This is an optimization exercise on Yosys and OpenROAD, whose aim is small area, a short achievable clock period and few clock cycles, not a production implementation. Only simulation tests tie the RTL to the original design; equivalence was not proved.

==> inputs of run C <==
==> flow/design.v <==
module dcache_ctrl (
    input  logic         clk_i,
    input  logic         rst_i,
    input  logic         cpu_req_i,
    input  logic         cpu_we_i,
    input  logic [31:0]  cpu_addr_i,
    input  logic [31:0]  cpu_data_i,
    output logic [31:0]  cpu_data_o,
    output logic         cpu_stall_o,
    output logic         mem_req_o,
    output logic         mem_we_o,
    output logic [31:0]  mem_addr_o,
    output logic [255:0] mem_data_o,
    input  logic [255:0] mem_data_i,
    input  logic         mem_ack_i
);
    typedef enum logic [1:0] {ST_IDLE, ST_DONE, ST_WB, ST_RF} state_t;
    state_t       state_reg;
    logic         stall_reg, mreq_reg, mwe_reg, we_reg, from_rf_reg, rot_reg;
    logic [26:0]  maddr_reg;
    logic [255:0] mdata_reg;
    logic [31:0]  dout_reg;
    logic [15:0]  set_oh_reg;
    logic [7:0]   word_oh_reg;
    logic [15:0]  valid_reg, dirty_reg;
    logic [22:0]  tag_slot [16];
    logic [255:0] slot_mem [16];
    logic [2:0]   req_word;
    logic [3:0]   req_index, req_slot;
    logic [22:0]  req_tag;
    logic [1:0]   unused_addr_bits;
    logic [22:0]  set_tag;
    logic [255:0] set_line;
    logic         set_valid, set_dirty, hit, store_now;
    logic [15:0]  tag_eq;
    logic         in_idle, in_done, in_wb, in_rf;
    logic [7:0]   cpu_word_sel;
    logic [255:0] wdata;
    logic [7:0]   wen [8];
    assign req_word         = cpu_addr_i[4:2];
    assign req_index        = cpu_addr_i[8:5];
    assign req_tag          = cpu_addr_i[31:9];
    assign unused_addr_bits = cpu_addr_i[1:0];
    assign req_slot         = {req_index[3:1], req_index[0] ^ rot_reg};
    assign set_tag   = tag_slot[req_slot];
    assign set_line  = slot_mem[req_slot];
    assign set_valid = valid_reg[req_index];
    assign set_dirty = dirty_reg[req_index];
    always_comb begin
        for (int k = 0; k < 16; k++) begin
            tag_eq[k] = (tag_slot[k] == req_tag);
        end
    end
    assign hit       = set_valid & tag_eq[req_slot];
    assign in_idle = (state_reg == ST_IDLE);
    assign in_done = (state_reg == ST_DONE);
    assign in_wb   = (state_reg == ST_WB);
    assign in_rf   = (state_reg == ST_RF);
    assign cpu_stall_o = stall_reg;
    assign cpu_data_o  = dout_reg;
    assign mem_req_o   = mreq_reg;
    assign mem_we_o    = mwe_reg;
    assign mem_addr_o  = {maddr_reg, 5'b0};
    assign mem_data_o  = mdata_reg;
    always_ff @(posedge clk_i) begin
        if (rst_i) begin
            state_reg <= ST_IDLE;
            stall_reg <= 1'b1;
            mreq_reg  <= 1'b0;
            rot_reg   <= 1'b0;
        end else begin
            rot_reg <= ~rot_reg;
            case (state_reg)
                ST_IDLE: begin
                    if (cpu_req_i) begin
                        if (hit) begin
                            state_reg <= ST_DONE;
                            stall_reg <= 1'b0;
                        end else begin
                            state_reg <= (set_valid & set_dirty) ? ST_WB : ST_RF;
                            mreq_reg  <= 1'b1;
                        end
                    end
                end
                ST_DONE: begin
                    state_reg <= ST_IDLE;
                    stall_reg <= 1'b1;
                end
                ST_WB: begin
                    if (mem_ack_i) state_reg <= ST_RF;
                end
                ST_RF: begin
                    if (mem_ack_i) begin
                        state_reg <= ST_DONE;
                        stall_reg <= 1'b0;
                        mreq_reg  <= 1'b0;
                    end
                end
            endcase
        end
    end
    always_ff @(posedge clk_i) begin
        if (in_idle) begin
            mdata_reg <= set_line;
        end else if (in_rf) begin
            mdata_reg <= mem_data_i;
        end
        dout_reg  <= in_rf ? mem_data_i[req_word*32 +: 32] : set_line[req_word*32 +: 32];
        if (in_idle) begin
            mwe_reg     <= set_valid & set_dirty;
            maddr_reg   <= {(set_valid & set_dirty) ? set_tag : req_tag, req_index};
            we_reg      <= cpu_we_i;
            set_oh_reg  <= 16'b1 << req_index;
            word_oh_reg <= 8'b1 << req_word;
        end
        if (in_wb && mem_ack_i) begin
            mwe_reg   <= 1'b0;
            maddr_reg <= {req_tag, req_index};
        end
        from_rf_reg <= in_rf;
    end
    assign store_now = in_idle & cpu_req_i & cpu_we_i;
    always_comb begin
        for (int w = 0; w < 8; w++) begin
            cpu_word_sel[w]   = in_idle | (we_reg & word_oh_reg[w]);
            wdata[w*32 +: 32] = cpu_word_sel[w] ? cpu_data_i :
                                in_rf ? mem_data_i[w*32 +: 32] : mdata_reg[w*32 +: 32];
        end
        for (int p = 0; p < 8; p++) begin
            for (int w = 0; w < 8; w++) begin
                wen[p][w] = (store_now && req_index == {3'(p), ~rot_reg} && req_word == 3'(w)) ||
                            (set_oh_reg[{3'(p), ~rot_reg}] &&
                             (in_rf || (in_done && (from_rf_reg || (we_reg && word_oh_reg[w])))));
            end
        end
    end
    genvar gp, gw;
    generate
        for (gp = 0; gp < 8; gp++) begin : g_pair
            for (gw = 0; gw < 8; gw++) begin : g_word
                always_ff @(posedge clk_i) begin
                    slot_mem[2*gp+1][gw*32 +: 32] <= slot_mem[2*gp][gw*32 +: 32];
                    slot_mem[2*gp][gw*32 +: 32]   <= wen[gp][gw] ? wdata[gw*32 +: 32] :
                                                     slot_mem[2*gp+1][gw*32 +: 32];
                end
            end
        end
    endgenerate
    generate
        for (gp = 0; gp < 8; gp++) begin : g_tag_pair
            always_ff @(posedge clk_i) begin
                tag_slot[2*gp+1] <= tag_slot[2*gp];
                tag_slot[2*gp]   <= (set_oh_reg[{3'(gp), ~rot_reg}] && (in_rf || (in_done && from_rf_reg))) ?
                                    req_tag : tag_slot[2*gp+1];
            end
        end
    endgenerate
    always_ff @(posedge clk_i) begin
        if (rst_i) begin
            valid_reg <= '0;
            dirty_reg <= '0;
        end else begin
            for (int s = 0; s < 16; s++) begin
                if (set_oh_reg[s] && in_rf && mem_ack_i) begin
                    valid_reg[s] <= 1'b1;
                    dirty_reg[s] <= 1'b0;
                end
                if (set_oh_reg[s] && in_done && we_reg) begin
                    dirty_reg[s] <= 1'b1;
                end
            end
        end
    end
endmodule
==> flow/run.sh <==
#!/bin/bash
# synth_recipe.tcl (not shown) runs the flow's synth.tcl, then flattens the netlist and writes it again
# the make line also repeats each setting of config.mk as NAME=value (left out here)
make -C /OpenROAD-flow-scripts/flow DESIGN_CONFIG=/design/flow/config.mk WORK_HOME=/design/flow/orfs CLKGATE_MAP_FILE= SYNTH_SCRIPT=/design/flow/synth_recipe.tcl finish
==> flow/config.mk <==
export PLATFORM = sky130hd
export DESIGN_NAME = dcache_ctrl
export DESIGN_NICKNAME = dcache_ctrl
export VERILOG_FILES = /design/flow/design.v
export SDC_FILE = /design/flow/constraint.sdc
export NUM_CORES = 4
export LEC_CHECK = 0
export CAP_MARGIN = 20
export CORE_MARGIN = 2
export CORE_UTILIZATION = 55
export SETUP_SLACK_MARGIN = 5
export SLEW_MARGIN = 20
==> flow/constraint.sdc <==
create_clock -name core_clock -period 10.0 [get_ports {clk_i}]
set_input_delay 2.0000 -clock core_clock [delete_from_list [all_inputs] [get_ports {clk_i}]]
set_output_delay 2.0000 -clock core_clock [all_outputs]
set_load 0.01 [all_outputs]
==> run B (differences from run C) <==
==> flow/flow/run.sh (new file) <==
#!/bin/bash
set -uo pipefail
CTS_MARGIN=5.5
run() {  # run LOG TARGET [margin]
  local log=$1 target=$2 script=standard.sh
  if [[ $# -gt 2 ]]; then
    sed "s/ \"\\\${@:-finish}\"\$/ SETUP_SLACK_MARGIN=$3 \"\${@:-finish}\"/" standard.sh > margin_standard.sh
    if ! grep -q "SETUP_SLACK_MARGIN=$3 " margin_standard.sh; then
      echo "could not add the margin to standard.sh" >&2
      exit 1
    fi
    script=margin_standard.sh
  fi
  bash $script $target > $log 2>&1
  local status=$?
  if [[ $status -ne 0 ]]; then
    tail -40 $log
    exit $status
  fi
}
run flow_place.log place
run flow_cts.log cts $CTS_MARGIN
run flow_finish.log finish
tail -20 flow_finish.log
==> flow/standard.sh (new file) <==
#!/bin/bash
# synth_recipe.tcl (not shown) runs the flow's synth.tcl, then flattens the netlist and writes it again
# the make line also repeats each setting of config.mk as NAME=value (left out here)
make -C /OpenROAD-flow-scripts/flow DESIGN_CONFIG=/design/flow/config.mk WORK_HOME=/design/flow/orfs CLKGATE_MAP_FILE= SYNTH_SCRIPT=/design/flow/synth_recipe.tcl "${@:-finish}"
Settings changed: SETUP_SLACK_MARGIN 5 to unset.
removed: flow/run.sh
==> flow_summary.json <==
{
  "reg2reg_from": "state_reg[0]",
  "worstPathArrival_ps": 6140,
  "multi_input_area_share": 0.324,
  "critPathMaxFanout": 79,
  "met3_usage": 0.126,
  "drive_gt1_frac": 0.111,
  "p_clk_uw": 18700,
  "worst_hold_path.endpoint": "slot_mem[15][253]",
  "outcome": "complete, no violations"
}
# the run above: run C

==> flow_summary.json <==
{
  "p_clk_uw": 18900,
  "fillCellCount": 23900,
  "multi_input_area_share": 0.322,
  "final.setup.tns_ps": 0,
  "worstPathArrival_ps": 5660,
  "worst_hold_path.endpoint": "slot_mem[13][159]",
  "ir_worst_vdd_v": 0.000225,
  "outcome": "complete, no violations",
  "reg2reg_from": "rot_reg",
  "critPathMaxFanout": 64,
  "drive_gt1_frac": 0.117
}
# the run above: run B

Testbench counts of run C, summed over its fixed seeds: cycles 68,348.
Testbench counts of run B, summed over its fixed seeds: cycles 68,348.

## re-timing with driven ports
How much do the figures lean on ideal ports? The routed layouts below were timed once more, with nothing changed but the port constraints.
Step 1: set_driving_cell puts a clkbuf_16 on clk_i and a buf_2 on each other input, an assumption about the parent block.
Step 2 adds t to the input delays and takes it off the output delays; t is the mean of the earliest and latest rising clock arrival at the registers after step 1. Input paths then give back, and output paths get back, about the clock's delay inside the block.
a / b / c = no drivers / after step 1 / after step 2; a / b = the first two.
run | shift t [ns] | slack for setup (ns) | worst hold slack (ns)
run C | 1.108 | 4.751 / 4.841 / 3.733 | 0.332 / 0.332 / 0.332
run B | 1.127 | 5.195 / 5.066 / 3.939 | 0.295 / 0.295 / 0.295
After both steps setup and hold are still met in every run listed. The setup slack of run B, which loses most, moves by -0.129 ns with the drivers and by -1.256 ns with both steps.
